This is an optimization exercise on Yosys and OpenROAD, whose aim is small area, a short achievable clock period and few clock cycles, not a production implementation. The RTL was checked by simulation tests, not by an equivalence proof against the original design. No activity file was given, so power comes from the tool's default toggle rates.

**flow/design.v**
```verilog
package dma_pkg;
    localparam int DATA_W     = 32;
    localparam int PADDR_W    = 32;
    localparam int WORD_AW    = 16;           
    localparam int BE_W       = DATA_W / 8;
    localparam int SIZE_W     = 16;
    localparam int FIFO_DEPTH = 4;
    localparam int FIFO_LVL_W = 3;            
    localparam int BANK_BIT   = 20;           
    localparam logic [PADDR_W-1:0] REG_SRC  = 32'h0000_0000;
    localparam logic [PADDR_W-1:0] REG_DST  = 32'h0000_0004;
    localparam logic [PADDR_W-1:0] REG_SIZE = 32'h0000_0008;
    localparam logic [PADDR_W-1:0] REG_MODE = 32'h0000_000c;
    localparam logic [PADDR_W-1:0] REG_INT  = 32'h0000_0010;
    localparam logic [BE_W-1:0] BE_ALL  = '1;
    localparam logic [BE_W-1:0] BE_NONE = '0;
    typedef union packed {
        logic [DATA_W-1:0] raw;
        struct packed {
            logic [DATA_W-BANK_BIT-2:0] unused_hi;     
            logic                       bank;
            logic [1:0]                 unused_lo;     
            logic [WORD_AW-1:0]         word;
            logic [1:0]                 offset;
        } f;
    } dma_addr_u;
endpackage
`timescale 1ns/10ps
module dma_apb_regs (
    input  logic                        CLK,
    input  logic                        RSTN,
    input  logic                        PSEL,
    input  logic                        PENABLE,
    input  logic                        PWRITE,
    input  logic [dma_pkg::PADDR_W-1:0] PADDR,
    input  logic [dma_pkg::DATA_W-1:0]  PWDATA,
    input  logic                        done,
    output logic                        PREADY,
    output logic [dma_pkg::DATA_W-1:0]  PRDATA,
    output logic                        INTR,
    output dma_pkg::dma_addr_u          src,
    output dma_pkg::dma_addr_u          dst,
    output logic [dma_pkg::SIZE_W-1:0]  size,
    output logic                        start
);
    logic                       access;
    logic                       wr_en;
    logic                       mode;         
    logic                       int_done;     
    logic [dma_pkg::DATA_W-1:0] rdata;
    assign access = PSEL & PENABLE & ~PREADY;
    assign wr_en  = access & PWRITE;
    assign start  = wr_en && PADDR == dma_pkg::REG_MODE && PWDATA == 'd1 && !mode;
    always_ff @(posedge CLK or negedge RSTN) begin
        if (!RSTN) begin
            PREADY   <= 1'b0;
            INTR     <= 1'b0;
            mode     <= 1'b0;
            int_done <= 1'b0;
            src      <= '0;
            dst      <= '0;
            size     <= '0;
        end else begin
            PREADY <= access;
            INTR   <= done;
            if (wr_en && !mode) begin     
                case (PADDR)
                    dma_pkg::REG_SRC:  src.raw <= PWDATA;
                    dma_pkg::REG_DST:  dst.raw <= PWDATA;
                    dma_pkg::REG_SIZE: size    <= PWDATA[dma_pkg::SIZE_W-1:0];
                    default: ;
                endcase
            end
            if (wr_en && PADDR == dma_pkg::REG_INT && PWDATA[0])
                int_done <= 1'b0;
            if (start)
                mode <= 1'b1;
            if (done) begin     
                mode     <= 1'b0;
                int_done <= 1'b1;
            end
        end
    end
    always_comb begin
        case (PADDR)
            dma_pkg::REG_SRC:  rdata = src.raw;
            dma_pkg::REG_DST:  rdata = dst.raw;
            dma_pkg::REG_SIZE: rdata = {{(dma_pkg::DATA_W-dma_pkg::SIZE_W){1'b0}}, size};
            dma_pkg::REG_MODE: rdata = {{(dma_pkg::DATA_W-1){1'b0}}, mode};
            dma_pkg::REG_INT:  rdata = {{(dma_pkg::DATA_W-1){1'b0}}, int_done};
            default:           rdata = '0;
        endcase
    end
    always_ff @(posedge CLK) begin
        if (access && !PWRITE)
            PRDATA <= rdata;
    end
endmodule
`timescale 1ns/10ps
module dma_read_engine (
    input  logic                           CLK,
    input  logic                           RSTN,
    input  logic                           start,
    input  dma_pkg::dma_addr_u             src,
    input  dma_pkg::dma_addr_u             dst,
    input  logic [dma_pkg::SIZE_W-1:0]     size,
    input  logic                           rd_gnt,
    input  logic                           rd_valid,
    input  logic [dma_pkg::DATA_W-1:0]     rd_data,
    input  logic [dma_pkg::FIFO_LVL_W-1:0] fifo_level,
    output logic                           rd_req,
    output logic                           rd_bank,
    output logic [dma_pkg::WORD_AW-1:0]    rd_addr,
    output logic                           push,
    output logic [dma_pkg::DATA_W-1:0]     push_data
);
    logic                        active;
    logic                        inflight;
    logic                        first;          
    logic [dma_pkg::SIZE_W-1:0]  reads_left;
    logic [dma_pkg::SIZE_W-1:0]  bytes_left;
    logic [dma_pkg::WORD_AW-1:0] rd_word;
    logic [dma_pkg::SIZE_W:0]    src_span;
    logic [2:0]                  acc_cnt;        
    logic [55:0]                 acc_data;
    logic [55:0]                 merged;
    logic [1:0]                  skip;
    logic [2:0]                  avail;
    logic [2:0]                  take;
    logic [2:0]                  sum;
    logic                        flush;
    assign src_span = {1'b0, size} + (dma_pkg::SIZE_W+1)'(src.f.offset)
                    + (dma_pkg::SIZE_W+1)'(3);
    assign skip  = first ? src.f.offset : 2'd0;
    assign avail = 3'd4 - {1'b0, skip};
    assign take  = (bytes_left < dma_pkg::SIZE_W'(avail)) ? bytes_left[2:0] : avail;
    assign sum   = acc_cnt + take;
    assign flush = active && reads_left == '0 && !inflight && acc_cnt != 3'd0;
    assign rd_req  = active && reads_left != '0 && !inflight
                  && fifo_level <= dma_pkg::FIFO_DEPTH - 2;
    assign rd_bank = src.f.bank;
    assign rd_addr = rd_word;
    assign push      = (rd_valid && sum >= 3'd4) || flush;
    assign push_data = flush ? acc_data[31:0] : merged[31:0];
    always_comb begin
        merged = acc_data;
        for (int i = 0; i < 7; i++) begin
            if (i >= acc_cnt && i < acc_cnt + take)
                merged[8*i +: 8] = rd_data[8*(i - acc_cnt + skip) +: 8];
        end
    end
    always_ff @(posedge CLK or negedge RSTN) begin
        if (!RSTN) begin
            active     <= 1'b0;
            inflight   <= 1'b0;
            first      <= 1'b0;
            reads_left <= '0;
            bytes_left <= '0;
            rd_word    <= '0;
            acc_cnt    <= '0;
        end else if (start) begin
            active     <= size != '0;
            inflight   <= 1'b0;
            first      <= 1'b1;
            reads_left <= dma_pkg::SIZE_W'(src_span >> 2);
            bytes_left <= size;
            rd_word    <= src.f.word;
            acc_cnt    <= {1'b0, dst.f.offset};     
        end else if (active) begin
            if (rd_req && rd_gnt) begin
                inflight   <= 1'b1;
                reads_left <= reads_left - 1'b1;
                rd_word    <= rd_word + 1'b1;
            end
            if (rd_valid) begin
                inflight   <= 1'b0;
                first      <= 1'b0;
                bytes_left <= bytes_left - dma_pkg::SIZE_W'(take);
                acc_cnt    <= (sum >= 3'd4) ? sum - 3'd4 : sum;
            end
            if (flush)
                acc_cnt <= 3'd0;
            if (reads_left == '0 && !inflight && acc_cnt == 3'd0)
                active <= 1'b0;
        end
    end
    always_ff @(posedge CLK) begin
        if (rd_valid)
            acc_data <= (sum >= 3'd4) ? {32'b0, merged[55:32]} : merged;
    end
endmodule
`timescale 1ns/10ps
module dma_fifo (
    input  logic                           CLK,
    input  logic                           RSTN,
    input  logic                           push,
    input  logic [dma_pkg::DATA_W-1:0]     push_data,
    input  logic                           pop,
    output logic [dma_pkg::DATA_W-1:0]     pop_data,
    output logic                           empty,
    output logic [dma_pkg::FIFO_LVL_W-1:0] level
);
    logic [dma_pkg::DATA_W-1:0]     mem [dma_pkg::FIFO_DEPTH];
    logic [dma_pkg::FIFO_LVL_W-2:0] wr_ptr;
    logic [dma_pkg::FIFO_LVL_W-2:0] rd_ptr;
    assign pop_data = mem[rd_ptr];     
    assign empty    = level == '0;
    always_ff @(posedge CLK or negedge RSTN) begin
        if (!RSTN) begin
            wr_ptr <= '0;
            rd_ptr <= '0;
            level  <= '0;
        end else begin
            if (push)
                wr_ptr <= wr_ptr + 1'b1;
            if (pop)
                rd_ptr <= rd_ptr + 1'b1;
            level <= level + dma_pkg::FIFO_LVL_W'(push) - dma_pkg::FIFO_LVL_W'(pop);
        end
    end
    always_ff @(posedge CLK) begin
        if (push)
            mem[wr_ptr] <= push_data;
    end
endmodule
`timescale 1ns/10ps
module dma_write_engine (
    input  logic                        CLK,
    input  logic                        RSTN,
    input  logic                        start,
    input  dma_pkg::dma_addr_u          dst,
    input  logic [dma_pkg::SIZE_W-1:0]  size,
    input  logic                        wr_gnt,
    input  logic [dma_pkg::DATA_W-1:0]  pop_data,
    input  logic                        empty,
    output logic                        wr_req,
    output logic                        wr_bank,
    output logic [dma_pkg::WORD_AW-1:0] wr_addr,
    output logic [dma_pkg::BE_W-1:0]    wr_be,
    output logic [dma_pkg::DATA_W-1:0]  wr_data,
    output logic                        pop,
    output logic                        done
);
    logic                        active;
    logic                        first;
    logic                        last;
    logic [dma_pkg::SIZE_W-1:0]  words_left;
    logic [dma_pkg::WORD_AW-1:0] wr_word;
    logic [dma_pkg::SIZE_W:0]    dst_span;
    logic [1:0]                  end_off;
    logic [dma_pkg::BE_W-1:0]    first_be;
    logic [dma_pkg::BE_W-1:0]    last_be;
    assign dst_span = {1'b0, size} + (dma_pkg::SIZE_W+1)'(dst.f.offset)
                    + (dma_pkg::SIZE_W+1)'(3);
    assign end_off  = dst.f.offset + size[1:0];
    assign first_be = dma_pkg::BE_ALL << dst.f.offset;
    assign last_be  = (end_off == 2'd0) ? dma_pkg::BE_ALL : ~(dma_pkg::BE_ALL << end_off);
    assign last     = words_left == 'd1;
    assign wr_req  = active && !empty;
    assign wr_bank = dst.f.bank;
    assign wr_addr = wr_word;
    assign wr_data = pop_data;
    assign wr_be   = (first ? first_be : dma_pkg::BE_ALL) & (last ? last_be : dma_pkg::BE_ALL);
    assign pop     = wr_req && wr_gnt;
    always_ff @(posedge CLK or negedge RSTN) begin
        if (!RSTN) begin
            active     <= 1'b0;
            first      <= 1'b0;
            words_left <= '0;
            wr_word    <= '0;
            done       <= 1'b0;
        end else begin
            done <= (start && size == '0) || (pop && last);
            if (start) begin
                active     <= size != '0;
                first      <= 1'b1;
                words_left <= dma_pkg::SIZE_W'(dst_span >> 2);
                wr_word    <= dst.f.word;
            end else if (pop) begin
                first      <= 1'b0;
                words_left <= words_left - 1'b1;
                wr_word    <= wr_word + 1'b1;
                if (last)
                    active <= 1'b0;
            end
        end
    end
endmodule
`timescale 1ns/10ps
module dma_mem_arbiter (
    input  logic                        CLK,
    input  logic                        RSTN,
    input  logic                        rd_req,
    input  logic                        rd_bank,
    input  logic [dma_pkg::WORD_AW-1:0] rd_addr,
    input  logic                        wr_req,
    input  logic                        wr_bank,
    input  logic [dma_pkg::WORD_AW-1:0] wr_addr,
    input  logic [dma_pkg::BE_W-1:0]    wr_be,
    input  logic [dma_pkg::DATA_W-1:0]  wr_data,
    input  logic [dma_pkg::DATA_W-1:0]  mem0_rdata,
    input  logic [dma_pkg::DATA_W-1:0]  mem1_rdata,
    output logic                        rd_gnt,
    output logic                        wr_gnt,
    output logic                        rd_valid,
    output logic [dma_pkg::DATA_W-1:0]  rd_data,
    output logic                        mem0_en,
    output logic [dma_pkg::BE_W-1:0]    mem0_we,
    output logic [dma_pkg::WORD_AW-1:0] mem0_addr,
    output logic [dma_pkg::DATA_W-1:0]  mem0_wdata,
    output logic                        mem1_en,
    output logic [dma_pkg::BE_W-1:0]    mem1_we,
    output logic [dma_pkg::WORD_AW-1:0] mem1_addr,
    output logic [dma_pkg::DATA_W-1:0]  mem1_wdata
);
    logic                        rd_bank_q;     
    logic [1:0]                  port_en;
    logic [dma_pkg::BE_W-1:0]    port_we    [2];
    logic [dma_pkg::WORD_AW-1:0] port_addr  [2];
    logic [dma_pkg::DATA_W-1:0]  port_wdata [2];
    assign wr_gnt = wr_req;
    assign rd_gnt = rd_req && !(wr_req && wr_bank == rd_bank);
    always_comb begin
        for (int p = 0; p < 2; p++) begin
            port_en[p]    = 1'b0;
            port_we[p]    = dma_pkg::BE_NONE;
            port_addr[p]  = rd_addr;
            port_wdata[p] = wr_data;
            if (wr_req && wr_bank == (p == 0)) begin
                port_en[p]   = 1'b1;
                port_we[p]   = wr_be;
                port_addr[p] = wr_addr;
            end else if (rd_gnt && rd_bank == (p == 0)) begin
                port_en[p] = 1'b1;
            end
        end
    end
    assign mem0_en    = port_en[0];
    assign mem0_we    = port_we[0];
    assign mem0_addr  = port_addr[0];
    assign mem0_wdata = port_wdata[0];
    assign mem1_en    = port_en[1];
    assign mem1_we    = port_we[1];
    assign mem1_addr  = port_addr[1];
    assign mem1_wdata = port_wdata[1];
    assign rd_data = rd_bank_q ? mem0_rdata : mem1_rdata;
    always_ff @(posedge CLK or negedge RSTN) begin
        if (!RSTN) begin
            rd_valid  <= 1'b0;
            rd_bank_q <= 1'b0;
        end else begin
            rd_valid <= rd_gnt;     
            if (rd_gnt)
                rd_bank_q <= rd_bank;
        end
    end
endmodule
`timescale 1ns/10ps
module dma_top (
    input  logic                        CLK,
    input  logic                        RSTN,
    output logic                        INTR,
    input  logic                        PSEL,
    input  logic                        PENABLE,
    output logic                        PREADY,
    input  logic                        PWRITE,
    input  logic [dma_pkg::PADDR_W-1:0] PADDR,
    input  logic [dma_pkg::DATA_W-1:0]  PWDATA,
    output logic [dma_pkg::DATA_W-1:0]  PRDATA,
    output logic                        mem0_en,
    output logic [dma_pkg::BE_W-1:0]    mem0_we,
    output logic [dma_pkg::WORD_AW-1:0] mem0_addr,
    output logic [dma_pkg::DATA_W-1:0]  mem0_wdata,
    input  logic [dma_pkg::DATA_W-1:0]  mem0_rdata,
    output logic                        mem1_en,
    output logic [dma_pkg::BE_W-1:0]    mem1_we,
    output logic [dma_pkg::WORD_AW-1:0] mem1_addr,
    output logic [dma_pkg::DATA_W-1:0]  mem1_wdata,
    input  logic [dma_pkg::DATA_W-1:0]  mem1_rdata
);
    dma_pkg::dma_addr_u                src;
    dma_pkg::dma_addr_u                dst;
    logic [dma_pkg::SIZE_W-1:0]        size;
    logic                              start;
    logic                              done;
    logic                              rd_req, rd_bank, rd_gnt, rd_valid;
    logic [dma_pkg::WORD_AW-1:0]       rd_addr;
    logic [dma_pkg::DATA_W-1:0]        rd_data;
    logic                              wr_req, wr_bank, wr_gnt;
    logic [dma_pkg::WORD_AW-1:0]       wr_addr;
    logic [dma_pkg::BE_W-1:0]          wr_be;
    logic [dma_pkg::DATA_W-1:0]        wr_data;
    logic                              push, pop, empty;
    logic [dma_pkg::DATA_W-1:0]        push_data;
    logic [dma_pkg::DATA_W-1:0]        pop_data;
    logic [dma_pkg::FIFO_LVL_W-1:0]    level;
    dma_apb_regs regs_inst (.*);
    dma_read_engine rd_inst (
        .*,
        .fifo_level (level)
    );
    dma_fifo fifo_inst (.*);
    dma_write_engine wr_inst (.*);
    dma_mem_arbiter arb_inst (.*);
endmodule
```
**flow/run.sh**
```bash
#!/bin/bash
# synth_recipe.tcl (not shown) runs the flow's synth.tcl, then flattens the netlist and writes it again
# the make line also repeats each setting of config.mk as NAME=value (left out here)
make -C /OpenROAD-flow-scripts/flow DESIGN_CONFIG=/design/flow/config.mk WORK_HOME=/design/flow/orfs CLKGATE_MAP_FILE= SYNTH_SCRIPT=/design/flow/synth_recipe.tcl finish
```
**flow/config.mk**
```make
export PLATFORM = sky130hd
export DESIGN_NAME = dma_top
export DESIGN_NICKNAME = dma_top
export VERILOG_FILES = /design/flow/design.v
export SDC_FILE = /design/flow/constraint.sdc
export NUM_CORES = 4
export LEC_CHECK = 0
export CAP_MARGIN = 20
export CORE_MARGIN = 2
export CORE_UTILIZATION = 40
export SLEW_MARGIN = 20
```
**flow/constraint.sdc**
```tcl
create_clock -name core_clock -period 6.0 [get_ports {CLK}]
set_input_delay 1.2000 -clock core_clock [delete_from_list [all_inputs] [get_ports {CLK}]]
set_output_delay 1.2000 -clock core_clock [all_outputs]
set_load 0.01 [all_outputs]
```
==> reports/results.ini <==
[final_layout]
final_common_cell=clkdlybuf4s50_1
antenna_cells=0
areaGrowthSynthToFinish_pct=21.50
layout_common_cells=clkdlybuf4s50_1, edfxtp_1, nand2_1
drive_gt1_share_pct=14.88
final_net_count=2351
n_fill_cell=4795
fin_cells=2900
finish.utilization_pct=49.40

[grt]
grt_antenna_before_repair=0
grt_pass1_wl_mm=102.1
overflow=0
grt_pass1_vias=16960
grt_use_total_pct=23.21
grt_max_degree=98

[logic_synthesis]
synthCells=1954
syn_nets=2137
synth-edff-count=216
ys_types=81
ys_ff_latch=398
synth_area_um2=22010
async_reset_ff_share_pct=45.73
yosysWarningCount=8
synth_ff_type=edfxtp_1
syn_area_per_cell_um2=11.26
seq_area_frac_synth_pct=50.16

[worst_setup_path]
reg2reg_from=rd_inst.first
required_ns=6.27
regToRegSetupSlack_ns=0.70
arrival_ns=5.58
critPathCaptureType=register
start_kind=register
worstPathMaxFanout=17
crit_type=reg2reg
reg2reg_depth=17
timing.rr.end=rd_inst.acc_data[11]

[worst_hold_path]
hp-start=wr_inst.done
hold_end=regs_inst.INTR
hp-class=reg2reg
min_path_cells=0

[job]
cap_violations=0

[drt]
initialDrtViolationCount=1642
vias=17000
drtAntennaViolNets=0
dr.pass1.iters=5
avgViaCountPerCell=5.862
finalWirelength_mm=66.79
routedWlPerCell_um=23.03
drcViolationCount=0

[run_status]
outcome=timing/DRC/antenna clean

[pwr]
power_density_nw_per_um2=222.1
p_total_mw=5.939
p_leak_nw=10.55
ir_drop_v=0.0001758

[sta]
worst_pin_slew_ns=1.000
slew-limit-headroom_pct=33.16
period_needed_ns=5.303
timing.final.crit_share_pct=88.38
rsz0062_at_grt=no
hold_viol_final=0
fmax_mhz=188.6
tns_ns=0
setup_viol=0
fin_skew_ns=0.02335
maxSlewViolCount=0
holdWs_ns=0.4184

[floorplan]
num_rows=85
die_w_um=238.6
core_area_um2=54130
die_area_um2=56910
start_util_pct=40.66
io_pins=273
die_h_um=238.6

[placed_design]
dp.cells=2817
port_buffers=272
hpwl_mm=46.59
gp_congestion=0.9522

[clock_network]
htree_levels=2
clk_path_buf_depth=3
cts-resized-gates=0
cts.clk_slew.worst_paths_ns=0.07
clk_latency_ns=0.58
cts_num_sinks=398
postCtsSetupBuffers=0
cts_root_buf=clkbuf_16
cts_buffers=45
cts_tree=built
cts.hold.buffers_added=0

## registers in the layout, indices dropped and copies added (netlist names), 32 cells and up
name,flops
fifo_inst.mem,128
rd_inst.acc_data,56
regs_inst.PRDATA,32
regs_inst.dst,32
regs_inst.src,32
## synth_stat cells (50+ instances only)
library cell | number | area (um2)
and3_1 | 50 | 312.8
nor2_1 | 154 | 578.1
dfrtp_1 | 182 | 4554
mux4_2 | 56 | 1261
a21oi_1 | 98 | 490.5
nand3_1 | 55 | 275.3
clkbuf_1 | 70 | 262.8
xnor2_1 | 56 | 490.5
inv_1 | 62 | 232.7
o21ai_0 | 61 | 305.3
edfxtp_1 | 216 | 6486
mux2_2 | 115 | 1295
xor2_1 | 55 | 481.7
nand2_1 | 190 | 713.2
## how the worst max path moves through the flow
stage,start,endpoint,slack [ns],depth (start not counted)
after detailed placement,rd_inst.first,rd_inst.acc_data[0],0.74,19
after global routing,rd_inst.first,rd_inst.acc_data[5],0.26,19
after CTS,rd_inst.first,rd_inst.acc_data[11],0.69,17
after floorplan,regs_inst.src[0],fifo_inst.mem[0][0],1.32,17
after global placement,rd_inst.first,rd_inst.acc_data[11],0.87,17
final,rd_inst.first,rd_inst.acc_data[11],0.70,17
## cell families after synthesis
kind of cell	share of synthesized area (%)
compound gates	11.52
xor+xnor	4.417
fa+ha+maj	3.104
buf+inv	4.412
flops	50.16
mux	12.07
simple gates	14.31
## worst max-delay path: stages (launching register included)
cell	delay, ns
dfrtp_1	0.71
nand2_2	0.26
ha_1	0.39
inv_1	0.06
ha_1	0.27
o21a_1	0.10
o21ai_0	0.13
nand3_1	0.20
o21ai_0	0.30
ha_1	0.22
inv_1	0.06
fa_1	0.43
nand2b_1	0.19
o21a_1	0.27
o21ai_1	0.57
nor2_1	0.08
a2bb2oi_1	0.55
o221ai_1	0.20
## routing by layer
| metal | vias to the layer above | share of wire (%) | global-route usage [%] | wire (um) |
|---|---|---|---|---|
| met2 | 718 | 48 | 38.25 | 31780 |
| li1 | 7687 | - | - | - |
| met1 | 8499 | 43 | 31.81 | 29030 |
| met3 | 97 | 6.2 | 3.118 | 4165 |
| met5 | - | 0 | 0 | 0 |
| met4 | 0 | 2.7 | 7.462 | 1816 |
## where the power goes
part | switching (mW) | total (mW) | internal [mW]
sequential | 0.000893 | 2.88 | 2.88
clock | 1.19 | 2.81 | 1.62
combinational | 0.125 | 0.244 | 0.119
## cell type report
type | instances | area [um2] | share of cell area, %
Clock inverter | 27 | 287.8 | 1.076
Timing Repair Buffer | 316 | 3067 | 11.47
Clock buffer | 56 | 1207 | 4.515
Tap cell | 696 | 870.8 | 3.257
Sequential cell | 398 | 11040 | 41.30
Multi-Input combinational cell | 1345 | 10030 | 37.51
Inverter | 62 | 232.7 | 0.8703
## through the flow
stage	setup WS [ns]	area, um2
after floorplan	1.321	22010
after global placement	0.8748	25250
after detailed placement	0.7437	25250
after CTS	0.6878	26740
after global routing	0.2635	26740
final	0.6971	26740
Testbench counts, summed over its fixed seeds: cycles 31,393.

separate check: timing with driven ports:
The flow's constraints put no driver on any port. The routed layout listed below was extracted and timed again, unchanged, in two steps. Step 1 (the two cells are an assumption about what drives the block):
set clk [get_ports {CLK}]
set_driving_cell -lib_cell sky130_fd_sc_hd__clkbuf_16 $clk
set_driving_cell -lib_cell sky130_fd_sc_hd__buf_2 [delete_from_list [all_inputs] $clk]
Step 2 adds t to the input delays and takes it off the output delays; t is the mean of the earliest and latest rising clock arrival at the registers after step 1. Input paths then give back, and output paths get back, about the clock's delay inside the block. a / b / c = ideal ports / drivers / drivers and shift; a / b = the first two.
t (ns): 0.627
setup slack, ns: 0.697 / 0.697 / 0.697
hold WS [ns]: 0.418 / 0.418 / 0.418
worst register clock-pin slew, ns: 0.07 / 0.07
cell pins on the clock port's net: 1
After both steps setup and hold are still met in this run. For this run, drivers alone change the setup slack by 0.000 ns; drivers and shift together by 0.000 ns.
